Source: an optimization exercise on an open RTL-to-GDS flow (aim: small area, a short achievable clock period and few clock cycles per item). Production flows keep margins and buffers that such runs may drop. RTL that was checked went through simulation tests only; none was proved equivalent to the original. No activity file was given, so power comes from the tool's default toggle rates.

run a:
Design blocked_process_delay_table, start of the top module:
module blocked_process_delay_table (
    input  logic                          clk,
    input  logic                          rst_n,
    input  logic                          in_valid,
    output logic                          in_stall,
    input  logic                          arrival_valid,
    input  logic [bpdt_pkg::ID_W-1:0]     process_id,
    input  logic [bpdt_pkg::TICK_W-1:0]   block_ticks,
    input  logic [bpdt_pkg::WAIT_W-1:0]   wait_so_far,
    output logic                          out_valid,
    input  logic                          out_stall,
    output logic                          released_valid,
    output logic [bpdt_pkg::ID_W-1:0]     released_id,
    output logic [bpdt_pkg::WAIT_W-1:0]   released_wait,
    output logic [bpdt_pkg::OCC_W-1:0]    occupancy,
    output logic                          arrival_dropped
);
clock: 6.0 ns
lec_check: 0
cap_margin: 20
core_margin: 2
core_utilization: 40
slew_margin: 20
run.sh (not shown) runs the stock make flow with config.mk's settings and CLKGATE_MAP_FILE= SYNTH_SCRIPT=/design/flow/synth_recipe.tcl, a recipe that flattens the netlist after the stock synthesis.
Testbench counts of run a, summed over its fixed seeds: cycles 9,624, items 9,600.
### run a -> run b
-- flow/design.v --
<<< run a, line 123
            cnt_q <= '0;
            tk_q  <= '0;
            ti_q  <= {{(TICK_W-1){1'b1}}, 1'b0};
            g_q   <= '0;
        end
>>> run b, line 123
            cnt_q <= '0;
            tk_q  <= '0;
            ti_q  <= -TICK_W'(2);
            g_q   <= '0;
        end
Results
From run b to run a, number of signal-net inverters in the final layout did not move at all.
Lower combinational power among run b and run a: run a
As far as power density over the cells is concerned, run b and run a perform about the same.
Summary of run b over run a: total met2 wirelength after detailed routing has increased, fmax has decreased, utilization has remained practically unchanged, logic gate share of total power has remained practically unchanged.
Function not checked in run b: the RTL went through the layout flow alone.

---

The RTL this note starts from:
==> flow/design.v <==
package bpdt_pkg;
    localparam int TABLE_DEPTH = 64;
    localparam int CNT_W       = $clog2(TABLE_DEPTH + 1);
    localparam int ID_W   = 16;
    localparam int TICK_W = 8;
    localparam int WAIT_W = 16;
    localparam int OCC_W  = 7;
    localparam int OFS_W  = WAIT_W + 1;
endpackage
module blocked_process_delay_table (
    input  logic                          clk,
    input  logic                          rst_n,
    input  logic                          in_valid,
    output logic                          in_stall,
    input  logic                          arrival_valid,
    input  logic [bpdt_pkg::ID_W-1:0]     process_id,
    input  logic [bpdt_pkg::TICK_W-1:0]   block_ticks,
    input  logic [bpdt_pkg::WAIT_W-1:0]   wait_so_far,
    output logic                          out_valid,
    input  logic                          out_stall,
    output logic                          released_valid,
    output logic [bpdt_pkg::ID_W-1:0]     released_id,
    output logic [bpdt_pkg::WAIT_W-1:0]   released_wait,
    output logic [bpdt_pkg::OCC_W-1:0]    occupancy,
    output logic                          arrival_dropped
);
    localparam int TABLE_DEPTH = bpdt_pkg::TABLE_DEPTH;
    localparam int CNT_W       = bpdt_pkg::CNT_W;
    localparam int ID_W        = bpdt_pkg::ID_W;
    localparam int TICK_W      = bpdt_pkg::TICK_W;
    localparam int WAIT_W      = bpdt_pkg::WAIT_W;
    localparam int OCC_W       = bpdt_pkg::OCC_W;
    localparam int OFS_W       = bpdt_pkg::OFS_W;
    localparam int N     = TABLE_DEPTH;
    localparam int GRP   = 8;                 
    localparam int NG    = N / GRP;
    localparam int RES_W = 1 + ID_W + WAIT_W + OCC_W + 1;
    logic              stall_q;
    logic              a_v;
    logic              a_arr;
    logic [ID_W-1:0]   a_id;
    logic [TICK_W-1:0] a_blk;
    logic [WAIT_W-1:0] a_wso;
    assign in_stall = stall_q;
    assign a_v      = in_valid && !stall_q;        
    assign a_arr    = arrival_valid;
    assign a_id     = process_id;
    assign a_blk    = block_ticks;
    assign a_wso    = wait_so_far;
    logic [N-1:0]      v_q;                   
    logic [N-1:0]      f_q;                   
    logic [N-1:0]      r_q;                   
    logic [ID_W-1:0]   id_q [N];
    logic [OFS_W-1:0]  s_q  [N];
    logic [TICK_W-1:0] e_q  [N];
    logic [CNT_W-1:0]  cnt_q;                 
    logic [TICK_W-1:0] tk_q;                  
    logic [TICK_W-1:0] ti_q;                  
    logic [OFS_W-1:0]  g_q;                   
    logic              tick, full, acc, blk_le1, blk_le2;
    logic              rel_tab, rel_new;
    logic [N:0]        sor;                   
    logic [N:0]        hor;                   
    logic [N-1:0]      shift;
    logic [N-1:0]      rel;                   
    logic [N-1:0]      vn, fn;                
    logic [OFS_W-1:0]  s_new;
    logic [TICK_W-1:0] e_new;
    logic [CNT_W-1:0]  cnt_next;
    assign tick    = a_v;
    assign full    = cnt_q[CNT_W-1];
    assign acc     = tick && a_arr && !full;
    assign blk_le1 = (a_blk[TICK_W-1:1] == '0);
    assign blk_le2 = (a_blk <= TICK_W'(2));
    assign s_new   = {1'b0, a_wso} - g_q;
    assign e_new   = a_blk + ti_q;
    function automatic logic [N:0] suffix_or(input logic [N-1:0] x);
        logic [NG-1:0] gor;
        logic [NG:0]   gsuf;
        logic [N:0]    r;
        for (int k = 0; k < NG; k++)
            gor[k] = |x[k*GRP +: GRP];
        gsuf[NG] = 1'b0;
        for (int k = NG - 1; k >= 0; k--)
            gsuf[k] = |(gor >> k);
        for (int k = 0; k < NG; k++)
            for (int j = 0; j < GRP; j++)
                r[k*GRP + j] = gsuf[k+1] | (|(x[k*GRP +: GRP] >> j));
        r[N] = 1'b0;
        suffix_or = r;
    endfunction
    logic [N-1:0]      f_next, v_next;
    assign sor = suffix_or(f_q);
    assign hor = suffix_or(~v_q);
    assign rel_tab = tick && sor[0];
    assign rel_new = acc && blk_le1 && !sor[0];
    always_comb
    begin
        for (int i = 0; i < N; i++)
        begin
            shift[i] = acc && hor[i];
            rel[i]   = tick && f_q[i] && !sor[i+1];
            vn[i]    = v_q[i] && !rel[i];
            fn[i]    = (f_q[i] || (tick && v_q[i] && (e_q[i] == tk_q))) && !rel[i];
        end
    end
    always_comb
    begin
        for (int i = 0; i < N; i++)
        begin
            if (i == 0)
            begin
                v_next[i] = shift[i] ? !rel_new : vn[i];
                f_next[i] = shift[i] ? (blk_le2 && !rel_new) : fn[i];
            end
            else
            begin
                v_next[i] = shift[i] ? vn[i-1] : vn[i];
                f_next[i] = shift[i] ? fn[i-1] : fn[i];
            end
        end
    end
    logic [CNT_W-1:0] cnt_acc, cnt_acc_rel;
    assign cnt_acc     = acc ? cnt_q + CNT_W'(1) : cnt_q;
    assign cnt_acc_rel = acc ? cnt_q : cnt_q - CNT_W'(1);
    assign cnt_next    = (rel_tab || rel_new) ? cnt_acc_rel : cnt_acc;
    always_ff @(posedge clk or negedge rst_n)
    begin
        if (!rst_n)
        begin
            v_q   <= '0;
            f_q   <= '0;
            cnt_q <= '0;
            tk_q  <= '0;
            ti_q  <= {{(TICK_W-1){1'b1}}, 1'b0};
            g_q   <= '0;
        end
        else
        begin
            for (int i = 0; i < N; i++)
            begin
                v_q[i] <= v_next[i];
                f_q[i] <= f_next[i];
            end
            cnt_q <= cnt_next;
            if (tick)
            begin
                tk_q <= tk_q + TICK_W'(1);
                ti_q <= ti_q + TICK_W'(1);
                g_q  <= g_q + (a_arr ? OFS_W'(2) : OFS_W'(1));
            end
        end
    end
    always_ff @(posedge clk)
    begin
        for (int i = 0; i < N; i++)
        begin
            if (tick)
            begin
                if (i == 0)
                    r_q[i] <= shift[i] ? rel_new : rel[i];
                else
                    r_q[i] <= shift[i] ? rel[i-1] : rel[i];
            end
            if (shift[i])
            begin
                if (i == 0)
                begin
                    id_q[i] <= a_id;
                    s_q[i]  <= s_new;
                    e_q[i]  <= e_new;
                end
                else
                begin
                    id_q[i] <= id_q[i-1];
                    s_q[i]  <= s_q[i-1];
                    e_q[i]  <= e_q[i-1];
                end
            end
        end
    end
    logic              b_v;
    logic              b_rv;
    logic [OCC_W-1:0]  b_occ;
    logic              b_drop;
    logic [ID_W-1:0]   sel_id [2];
    logic [OFS_W-1:0]  sel_s  [2];
    logic              r_move, d_move;
    logic              b_v_next, d_v_next, o_v_next, q_v_next;
    always_ff @(posedge clk or negedge rst_n)
    begin
        if (!rst_n)
            b_v <= 1'b0;
        else
            b_v <= b_v_next;
    end
    always_ff @(posedge clk)
    begin
        if (tick)
        begin
            b_rv   <= rel_tab || rel_new;
            b_occ  <= OCC_W'(cnt_next);
            b_drop <= a_arr && full;
        end
    end
    always_comb
    begin
        for (int h = 0; h < 2; h++)
        begin
            sel_id[h] = '0;
            sel_s[h]  = '0;
            for (int i = h * N / 2; i < (h + 1) * N / 2; i++)
            begin
                sel_id[h] = sel_id[h] | ({ID_W{r_q[i]}}  & id_q[i]);
                sel_s[h]  = sel_s[h]  | ({OFS_W{r_q[i]}} & s_q[i]);
            end
        end
    end
    logic              d_v;
    logic              d_rv;
    logic [ID_W-1:0]   d_id [2];
    logic [OFS_W-1:0]  d_s  [2];
    logic [OCC_W-1:0]  d_occ;
    logic              d_drop;
    logic [OFS_W-1:0]  g_d;                   
    always_ff @(posedge clk or negedge rst_n)
    begin
        if (!rst_n)
            d_v <= 1'b0;
        else
            d_v <= d_v_next;
    end
    always_ff @(posedge clk)
    begin
        if (r_move)
        begin
            d_rv    <= b_rv;
            d_id[0] <= sel_id[0];
            d_id[1] <= sel_id[1];
            d_s[0]  <= sel_s[0];
            d_s[1]  <= sel_s[1];
            d_occ   <= b_occ;
            d_drop  <= b_drop;
            g_d     <= g_q;
        end
    end
    logic [OFS_W-1:0]  w_sum;
    logic [WAIT_W-1:0] d_wait;
    logic [RES_W-1:0]  r_data;
    assign w_sum  = (d_s[0] | d_s[1]) + g_d;
    assign d_wait = w_sum[OFS_W-1] ? '1 : w_sum[WAIT_W-1:0];
    assign r_data = {d_rv, d_id[0] | d_id[1], d_wait, d_occ, d_drop};
    logic             o_v, q_v;
    logic [RES_W-1:0] o_data, q_data;
    logic             o_take, go_q;
    logic [2:0]       held_next;
    assign o_take = o_v && !out_stall;
    assign d_move = d_v && !(o_v && q_v && !o_take);
    assign r_move = b_v && (!d_v || d_move);
    assign b_v_next  = tick || (b_v && !r_move);
    assign d_v_next  = r_move || (d_v && !d_move);
    assign o_v_next  = (!o_v || o_take) ? (q_v || d_move) : 1'b1;
    assign q_v_next  = (!o_v || o_take) ? (q_v && d_move) : (q_v || d_move);
    assign held_next = 3'(b_v_next) + 3'(d_v_next) + 3'(o_v_next) + 3'(q_v_next);
    always_ff @(posedge clk or negedge rst_n)
    begin
        if (!rst_n)
        begin
            o_v     <= 1'b0;
            q_v     <= 1'b0;
            stall_q <= 1'b0;
        end
        else
        begin
            o_v     <= o_v_next;
            q_v     <= q_v_next;
            stall_q <= (held_next >= 3'd4);
        end
    end
    always_ff @(posedge clk)
    begin
        if (!o_v || o_take)
            o_data <= q_v ? q_data : r_data;
        if (d_move && (q_v || (o_v && !o_take)))
            q_data <= r_data;
    end
    assign out_valid = o_v;
    assign {released_valid, released_id, released_wait, occupancy, arrival_dropped} = o_data;
endmodule
Settings: LEC_CHECK=0, CAP_MARGIN=20, CORE_MARGIN=2, CORE_UTILIZATION=55, CTS_BUF_LIST=sky130_fd_sc_hd__clkbuf_16, CTS_CLUSTER_DIAMETER=100, CTS_CLUSTER_SIZE=25, SETUP_SLACK_MARGIN=3.3, SLEW_MARGIN=20, TNS_END_PERCENT=5; clock period 6.0 ns.
standard.sh (not shown) runs the stock make flow with config.mk's settings and CLKGATE_MAP_FILE= SYNTH_SCRIPT=/design/flow/synth_recipe.tcl, a recipe that flattens the netlist after the stock synthesis.
==> flow/flow/run.sh <==
#!/bin/bash
# Own layout flow: the standard layout (standard.sh) with two changes:
#  - synthesis maps the logic with flow/abc.script (see flow/synth.tcl);
#  - the port buffers that ORFS inserts are buf_4 cells.
# Everything else, including the flow settings in config.mk, is standard.sh's.
# The whole make output goes to make.log here; ORFS keeps each step's log
# under orfs/logs.
set -euo pipefail
W=$(pwd)
sed -e "s#SYNTH_SCRIPT=[^ ]*#SYNTH_SCRIPT=$W/flow/synth.tcl#" standard.sh > own_standard.sh
grep -q "SYNTH_SCRIPT=$W/flow/synth.tcl" own_standard.sh
export OWN_ABC_SCRIPT=$W/flow/abc.script
export BUFFER_PORTS_ARGS="-buffer_cell sky130_fd_sc_hd__buf_4"
bash own_standard.sh > make.log 2>&1
test -s out/final.def
==> flow/flow/abc.script <==
strash
&get -n
&st
&dch -f
&nf {D}
&put
buffer -c
upsize {D}
dnsize {D}
==> flow/flow/synth.tcl <==
# The standard synthesis (synth_recipe.tcl), with one change: the ABC
# technology-mapping script is flow/abc.script instead of ORFS's. Flip-flops
# are mapped before ABC runs, so registers, their names and cell types are
# those of the standard synthesis.
proc synth {args} { yosys synth -nofsm -noshare {*}$args }
proc abc {args} {
  set i [lsearch -exact $args -script]
  if {$i >= 0} { lset args [expr {$i + 1}] $::env(OWN_ABC_SCRIPT) }
  yosys abc {*}$args
}
source $::env(SCRIPTS_DIR)/synth.tcl
# left out here: clear keep_hierarchy, flatten, clean up, hide names made inside functions, write 1_2_yosys.v
The starting point ran to the end with no violations.
Testbench counts at the start, summed over its fixed seeds: cycles 9,624, items 9,600.
==> next run, changes <==
--- a/flow/design.v
+++ b/flow/design.v
@@ -32,7 +32,7 @@
     localparam int OCC_W       = bpdt_pkg::OCC_W;
     localparam int OFS_W       = bpdt_pkg::OFS_W;
     localparam int N     = TABLE_DEPTH;
-    localparam int GRP   = 8;                 
+    localparam int GRP   = 4;                 
     localparam int NG    = N / GRP;
     localparam int RES_W = 1 + ID_W + WAIT_W + OCC_W + 1;
     logic              stall_q;
@@ -74,12 +74,9 @@
     assign blk_le2 = (a_blk <= TICK_W'(2));
     assign s_new   = {1'b0, a_wso} - g_q;
     assign e_new   = a_blk + ti_q;
-    function automatic logic [N:0] suffix_or(input logic [N-1:0] x);
-        logic [NG-1:0] gor;
+    function automatic logic [N:0] suffix_or(input logic [N-1:0] x, input logic [NG-1:0] gor);
         logic [NG:0]   gsuf;
         logic [N:0]    r;
-        for (int k = 0; k < NG; k++)
-            gor[k] = |x[k*GRP +: GRP];
         gsuf[NG] = 1'b0;
         for (int k = NG - 1; k >= 0; k--)
             gsuf[k] = |(gor >> k);
@@ -89,9 +86,10 @@
         r[N] = 1'b0;
         suffix_or = r;
     endfunction
+    logic [NG-1:0]     fg_q, hg_q;
     logic [N-1:0]      f_next, v_next;
-    assign sor = suffix_or(f_q);
-    assign hor = suffix_or(~v_q);
+    assign sor = suffix_or(f_q, fg_q);
+    assign hor = suffix_or(~v_q, hg_q);
     assign rel_tab = tick && sor[0];
     assign rel_new = acc && blk_le1 && !sor[0];
     always_comb
@@ -130,6 +128,8 @@
         begin
             v_q   <= '0;
             f_q   <= '0;
+            fg_q  <= '0;
+            hg_q  <= '1;
             cnt_q <= '0;
             tk_q  <= '0;
             ti_q  <= {{(TICK_W-1){1'b1}}, 1'b0};
@@ -141,6 +141,11 @@
             begin
                 v_q[i] <= v_next[i];
                 f_q[i] <= f_next[i];
+            end
+            for (int k = 0; k < NG; k++)
+            begin
+                fg_q[k] <= |f_next[k*GRP +: GRP];
+                hg_q[k] <= !(&v_next[k*GRP +: GRP]);
             end
             cnt_q <= cnt_next;
             if (tick)
What happened:
- non-clock buffer count is lower by 62
- total power grows by about 4.5%
- cell area climbs by 0.50%
- via count fell by about 2.4%
- clock power stays flat
- routed wire length fell by about 10%
- die area rose by 0.84%
- core utilization shrinks by 0.37 points
- final cell count is higher by 0.45%
- register-to-register slack improves by 0.06 ns
Testbench counts after the change, summed over its fixed seeds: cycles 9,624, items 9,600.

-- separate check: timing with driven ports --
How much do the figures lean on ideal ports? The routed layouts below were timed once more, with nothing changed but the port constraints. Step 1: set_driving_cell puts a clkbuf_16 on clk and a buf_2 on each other input, an assumption about the parent block. Step 2 adds t to the input delays and takes it off the output delays; t is the mean of the earliest and latest rising clock arrival at the registers after step 1. Input paths then give back, and output paths get back, about the clock's delay inside the block. Slacks: no drivers / after step 1 / after step 2; pairs: no drivers / after step 1.
| run | t, ns | setup WS [ns] | worst setup path after step 2 | worst data-port slew with drivers (ns) | cell pins on the clock port's net |
|---|---|---|---|---|---|
| run a | 1.024 | 0.661 / 0.661 / 0.661 | register to register | 0.10 | 1 |
| run b | 0.953 | 0.447 / 0.447 / 0.447 | register to register | 0.10 | 1 |
| the first run of note 2 | 0.913 | 2.841 / 2.841 / 2.068 | input to register | 0.09 | 1 |
| the second run of note 2 | 0.919 | 2.896 / 2.896 / 2.164 | input to register | 0.11 | 1 |
After both steps every run listed still meets setup and hold. For the first run of note 2, which loses most, drivers alone change the setup slack by 0.000 ns; drivers and shift together by -0.773 ns.
